This design comes from an exercise in tuning for small area on the open sky130 flow, not from production work. In this exercise RTL edits were held to simulation tests only and were not proved equivalent to the original. Power figures rest on the tool's default switching activity, not on a simulated workload.

Design cpu_top, start of the top module:
module cpu_top (
    input  logic        clk,
    input  logic        rst,
    input  logic [15:0] instr_in,
    input  logic [15:0] pmem_data_in,
    output logic [15:0] pc,
    output logic [15:0] pmem_data_out,
    output logic [15:0] pmem_addr_out,
    output logic        pmem_write
);
==> module cpu_top, before the edit <==
module cpu_top (
    input  logic        clk,
    input  logic        rst,
    input  logic [15:0] instr_in,
    input  logic [15:0] pmem_data_in,
    output logic [15:0] pc,
    output logic [15:0] pmem_data_out,
    output logic [15:0] pmem_addr_out,
    output logic        pmem_write
);
    logic [4:0]  cnt;
    logic        clr;       
    logic [15:0] rf [8];
    logic [15:0] pcr;
    logic [15:1] ar;
    logic [15:1] dr;
    logic [3:0]  sreg;
    logic        cy;
    logic        zf;
    always_ff @(posedge clk or posedge rst) begin
        if (rst) begin
            cnt <= '0;
            clr <= 1'b1;
        end else begin
            cnt <= cnt + 5'd1;
            if (cnt == 5'd31) clr <= 1'b0;
        end
    end
    wire       w2 = cnt[4];
    wire [3:0] t  = cnt[3:0];
    wire       c15 = !w2 && (t == 4'd15);
    wire [1:0] cls  = instr_in[15:14];
    wire       form = instr_in[13];
    wire [2:0] op   = instr_in[12:10];
    wire [2:0] dst  = instr_in[9:7];
    wire [2:0] rs1  = instr_in[6:4];
    wire [2:0] rs2  = instr_in[3:1];
    wire [3:0] imm  = instr_in[3:0];
    wire is_alu   = (cls == 2'b01);
    wire is_jump  = (cls == 2'b10);
    wire is_load  = (cls == 2'b00) && (op == 3'd0);
    wire is_store = (cls == 2'b00) && (op == 3'd1);
    wire use_imm  = form || is_store;
    wire is_sub   = is_alu && ((op == 3'd1) || (op == 3'd7));
    wire is_shl   = is_alu && (op == 3'd5);
    wire is_shr   = is_alu && (op == 3'd6);
    wire [2:0] rs2sel = is_store ? dst : rs2;
    wire rd1 = rf[rs1][0];
    wire rd2 = rf[rs2sel][0];
    logic immbit;
    always_comb begin
        case (t)
            4'd0:    immbit = imm[0];
            4'd1:    immbit = imm[1];
            4'd2:    immbit = imm[2];
            default: immbit = imm[3];
        endcase
    end
    wire b = use_imm ? immbit : rd2;
    wire sel_alu = !w2 && (t != 4'd15);
    wire bx   = b ^ is_sub;
    wire cin  = (t == 4'd0) ? is_sub : cy;
    wire sum  = rd1 ^ bx ^ cin;
    wire cout = (rd1 & bx) | (cin & (rd1 ^ bx));
    wire lt   = (rd1 ^ b) ? rd1 : sum;
    wire nz_prev = (t != 4'd0) && zf;
    wire nz_now  = nz_prev || (is_jump ? rd1 : b);
    always_ff @(posedge clk) begin
        if (!w2 && (t < 4'd4)) sreg <= {b ^ (is_shl && nz_prev), sreg[3:1]};
    end
    wire [3:0]  k   = sreg;
    wire [15:0] drx = {dr, rd1};
    wire        tap = drx[k];
    wire dr_in = w2 ? (is_shl && rd1) : (!is_shl && (is_shr ? rd1 : rd2));
    wire cap   = is_load && w2 && (t == 4'd0);
    always_ff @(posedge clk) begin
        if (cap) dr <= pmem_data_in[15:1];
        else     dr <= {dr_in, dr[15:2]};
    end
    logic res1;
    always_comb begin
        case (op)
            3'd2:    res1 = rd1 & b;
            3'd3:    res1 = rd1 | b;
            3'd4:    res1 = rd1 ^ b;
            default: res1 = sum;
        endcase
    end
    wire late  = op[2] && (op[1] || op[0]);
    wire ldbit = (t == 4'd0) ? pmem_data_in[0] : dr[1];
    wire res2  = (op == 3'd7) ? ((t == 4'd0) && zf) : tap;
    wire wd    = w2 ? (is_load ? ldbit : res2) : res1;
    wire we    = w2 ? (is_load || (is_alu && late)) : (is_alu && !late);
    always_ff @(posedge clk) begin
        for (int i = 0; i < 8; i++) begin
            rf[i] <= {(clr || (we && (dst == 3'(i)))) ? (wd && !clr) : rf[i][0], rf[i][15:1]};
        end
    end
    wire zero_now = !nz_now;
    logic cond;
    always_comb begin
        case (op)
            3'd1:    cond = 1'b1;
            3'd2:    cond = zero_now;
            3'd3:    cond = !zero_now;
            3'd4:    cond = rd1;
            default: cond = 1'b0;
        endcase
    end
    wire take_live = is_jump && cond;
    always_ff @(posedge clk) begin
        if (!w2) zf <= (t == 4'd15) ? (is_alu ? lt : take_live) : nz_now;
    end
    wire take = is_jump && (c15 ? cond : zf);
    wire [15:0] pcrot = {pcr[0], pcr[15:1]};
    wire        pcbit = pcrot[t];
    logic nimm;
    always_comb begin
        case (t)
            4'd15:   nimm = imm[0];
            4'd0:    nimm = imm[1];
            4'd1:    nimm = imm[2];
            default: nimm = imm[3];
        endcase
    end
    wire addend = take && form && nimm;
    wire ncin   = c15 ? !take : cy;
    wire nsum   = pcbit ^ addend ^ ncin;
    wire ncout  = (pcbit & addend) | (ncin & (pcbit ^ addend));
    wire npc_bit = !clr && ((take && !form) ? dr[1] : nsum);
    always_ff @(posedge clk) cy <= sel_alu ? cout : ncout;
    wire ar_in = sel_alu ? sum : npc_bit;
    always_ff @(posedge clk) begin
        ar <= {ar_in, ar[15:2]};
        if (cnt == 5'd30) pcr <= {npc_bit, ar};
    end
    assign pc            = pcr;
    assign pmem_addr_out = {sum, ar};
    assign pmem_data_out = {rd2, dr};
    assign pmem_write    = !clr && c15 && is_store;
endmodule
export LEC_CHECK = 0
export CAP_MARGIN = 20
export CORE_MARGIN = 2
export CORE_UTILIZATION = 65
export SLEW_MARGIN = 20
create_clock -name core_clock -period 10.0 [get_ports {clk}]
standard.sh (not shown) runs the stock make flow with config.mk's settings and CLKGATE_MAP_FILE= SYNTH_SCRIPT=/design/flow/synth_recipe.tcl, a recipe that flattens the netlist after the stock synthesis.
==> flow/flow/run.sh <==
#!/bin/bash
# The standard layout (standard.sh) with three changes:
#  - ABC maps the logic with the area-oriented script flow/abc.script
#    (a copy of ORFS's scripts folder with only that script replaced)
#  - port buffers are plain buf_1 cells
#  - clock tree built from small clock buffers, without dummy loads
set -e
rm -rf scripts
cp -r "$FLOW_HOME/scripts" scripts
cp flow/abc.script scripts/abc_speed.script
cp flow/abc.script scripts/abc_area.script
export SCRIPTS_DIR="$PWD/scripts"
export BUFFER_PORTS_ARGS="-buffer_cell sky130_fd_sc_hd__buf_1"
export CTS_ARGS="-sink_clustering_enable -repair_clock_nets -buf_list sky130_fd_sc_hd__clkbuf_8 -root_buf sky130_fd_sc_hd__clkbuf_8 -sink_clustering_size 20 -sink_clustering_max_diameter 60 -dont_use_dummy_load"
bash standard.sh > standard.log 2>&1
==> flow/flow/abc.script <==
strash
&get -n
&dch -f
&nf -R 1000 -p
&put
Next try:
--- a/flow/design.v
+++ b/flow/design.v
@@ -26,8 +26,9 @@
     logic [15:1] ar;
     logic [15:1] dr;
     logic [3:0]  sreg;
     logic        cy;
+    logic        ncy;
     logic        zf;
     always_ff @(posedge clk or posedge rst) begin
         if (rst) begin
             cnt <= '0;
@@ -67,48 +68,47 @@
             default: immbit = imm[3];
         endcase
     end
     wire b = use_imm ? immbit : rd2;
-    wire sel_alu = !w2 && (t != 4'd15);
     wire bx   = b ^ is_sub;
     wire cin  = (t == 4'd0) ? is_sub : cy;
     wire sum  = rd1 ^ bx ^ cin;
     wire cout = (rd1 & bx) | (cin & (rd1 ^ bx));
     wire lt   = (rd1 ^ b) ? rd1 : sum;
-    wire nz_prev = (t != 4'd0) && zf;
-    wire nz_now  = nz_prev || (is_jump ? rd1 : b);
+    always_ff @(posedge clk) cy <= c15 ? lt : cout;
     always_ff @(posedge clk) begin
-        if (!w2 && (t < 4'd4)) sreg <= {b ^ (is_shl && nz_prev), sreg[3:1]};
+        if (!w2 && (t < 4'd4)) sreg <= {rd2, sreg[3:1]};
     end
-    wire [3:0]  k   = sreg;
+    wire [3:0]  s   = form ? imm : sreg;
+    wire [3:0]  k   = is_shl ? (4'd0 - s) : s;
     wire [15:0] drx = {dr, rd1};
     wire        tap = drx[k];
     wire dr_in = w2 ? (is_shl && rd1) : (!is_shl && (is_shr ? rd1 : rd2));
     wire cap   = is_load && w2 && (t == 4'd0);
     always_ff @(posedge clk) begin
         if (cap) dr <= pmem_data_in[15:1];
         else     dr <= {dr_in, dr[15:2]};
     end
-    logic res1;
+    logic res;
     always_comb begin
         case (op)
-            3'd2:    res1 = rd1 & b;
-            3'd3:    res1 = rd1 | b;
-            3'd4:    res1 = rd1 ^ b;
-            default: res1 = sum;
+            3'd0, 3'd1: res = sum;
+            3'd2:       res = rd1 & b;
+            3'd3:       res = rd1 | b;
+            3'd4:       res = rd1 ^ b;
+            3'd5, 3'd6: res = tap;
+            default:    res = (t == 4'd0) && cy;
         endcase
     end
-    wire late  = op[2] && (op[1] || op[0]);
     wire ldbit = (t == 4'd0) ? pmem_data_in[0] : dr[1];
-    wire res2  = (op == 3'd7) ? ((t == 4'd0) && zf) : tap;
-    wire wd    = w2 ? (is_load ? ldbit : res2) : res1;
-    wire we    = w2 ? (is_load || (is_alu && late)) : (is_alu && !late);
+    wire wd    = is_load ? ldbit : res;
+    wire we    = w2 && (is_alu || is_load);
     always_ff @(posedge clk) begin
         for (int i = 0; i < 8; i++) begin
             rf[i] <= {(clr || (we && (dst == 3'(i)))) ? (wd && !clr) : rf[i][0], rf[i][15:1]};
         end
     end
-    wire zero_now = !nz_now;
+    wire zero_now = ((t == 4'd0) || zf) && !rd1;
     logic cond;
     always_comb begin
         case (op)
             3'd1:    cond = 1'b1;
@@ -119,11 +119,11 @@
         endcase
     end
     wire take_live = is_jump && cond;
     always_ff @(posedge clk) begin
-        if (!w2) zf <= (t == 4'd15) ? (is_alu ? lt : take_live) : nz_now;
+        if (!w2) zf <= (t == 4'd15) ? take_live : zero_now;
     end
-    wire take = is_jump && (c15 ? cond : zf);
+    wire take = c15 ? take_live : zf;
     wire [15:0] pcrot = {pcr[0], pcr[15:1]};
     wire        pcbit = pcrot[t];
     logic nimm;
     always_comb begin
@@ -134,14 +134,14 @@
             default: nimm = imm[3];
         endcase
     end
     wire addend = take && form && nimm;
-    wire ncin   = c15 ? !take : cy;
+    wire ncin   = c15 ? !take : ncy;
     wire nsum   = pcbit ^ addend ^ ncin;
     wire ncout  = (pcbit & addend) | (ncin & (pcbit ^ addend));
     wire npc_bit = !clr && ((take && !form) ? dr[1] : nsum);
-    always_ff @(posedge clk) cy <= sel_alu ? cout : ncout;
-    wire ar_in = sel_alu ? sum : npc_bit;
+    always_ff @(posedge clk) ncy <= ncout;
+    wire ar_in = (!w2 && (t != 4'd15)) ? sum : npc_bit;
     always_ff @(posedge clk) begin
         ar <= {ar_in, ar[15:2]};
         if (cnt == 5'd30) pcr <= {npc_bit, ar};
     end
Effect: Worst setup slack gets better by 0.020 ns. Synthesized cell count grows by 3.9%. Sequential power goes down by about 1%. Power goes down by 0.37%. Final area went up by 1.5%. Non-clock buffer count stays the same. Clock skew grows by 0.0036 ns. Area after synthesis rises by 1.7%. Utilization grows by 0.36 points. Hold slack got worse by 0.026 ns. Maximum frequency stays flat. Clock-buffer cell count stays the same. Cell count grows by 2.5%. Combinational power went down by 11%.

==> re-timing with driven ports <==
How much do the figures lean on ideal ports? The routed layouts below were timed once more, with nothing changed but the port constraints. Step 1 sets driving cells, clkbuf_16 on the clock port and buf_2 on the other inputs (assumed; they add their load-dependent delay and slew). Step 2 adds t to the input delays and takes it off the output delays; t is the mean of the earliest and latest rising clock arrival at the registers after step 1. Input paths then give back, and output paths get back, about the clock's delay inside the block. Slacks: ideal / step 1 / step 2; pairs: ideal / step 1.
run | shift t [ns] | setup slack, ns | slew at the worst register clock pin (ns)
the first run | 0.451 | 2.407 / 2.380 / 2.380 | 0.11 / 0.11
the second run | 0.464 | 2.427 / 2.407 / 2.407 | 0.12 / 0.12
After both steps setup and hold are still met in every run listed. For the first run, which loses most, drivers alone change the setup slack by -0.027 ns; drivers and shift together by -0.027 ns.
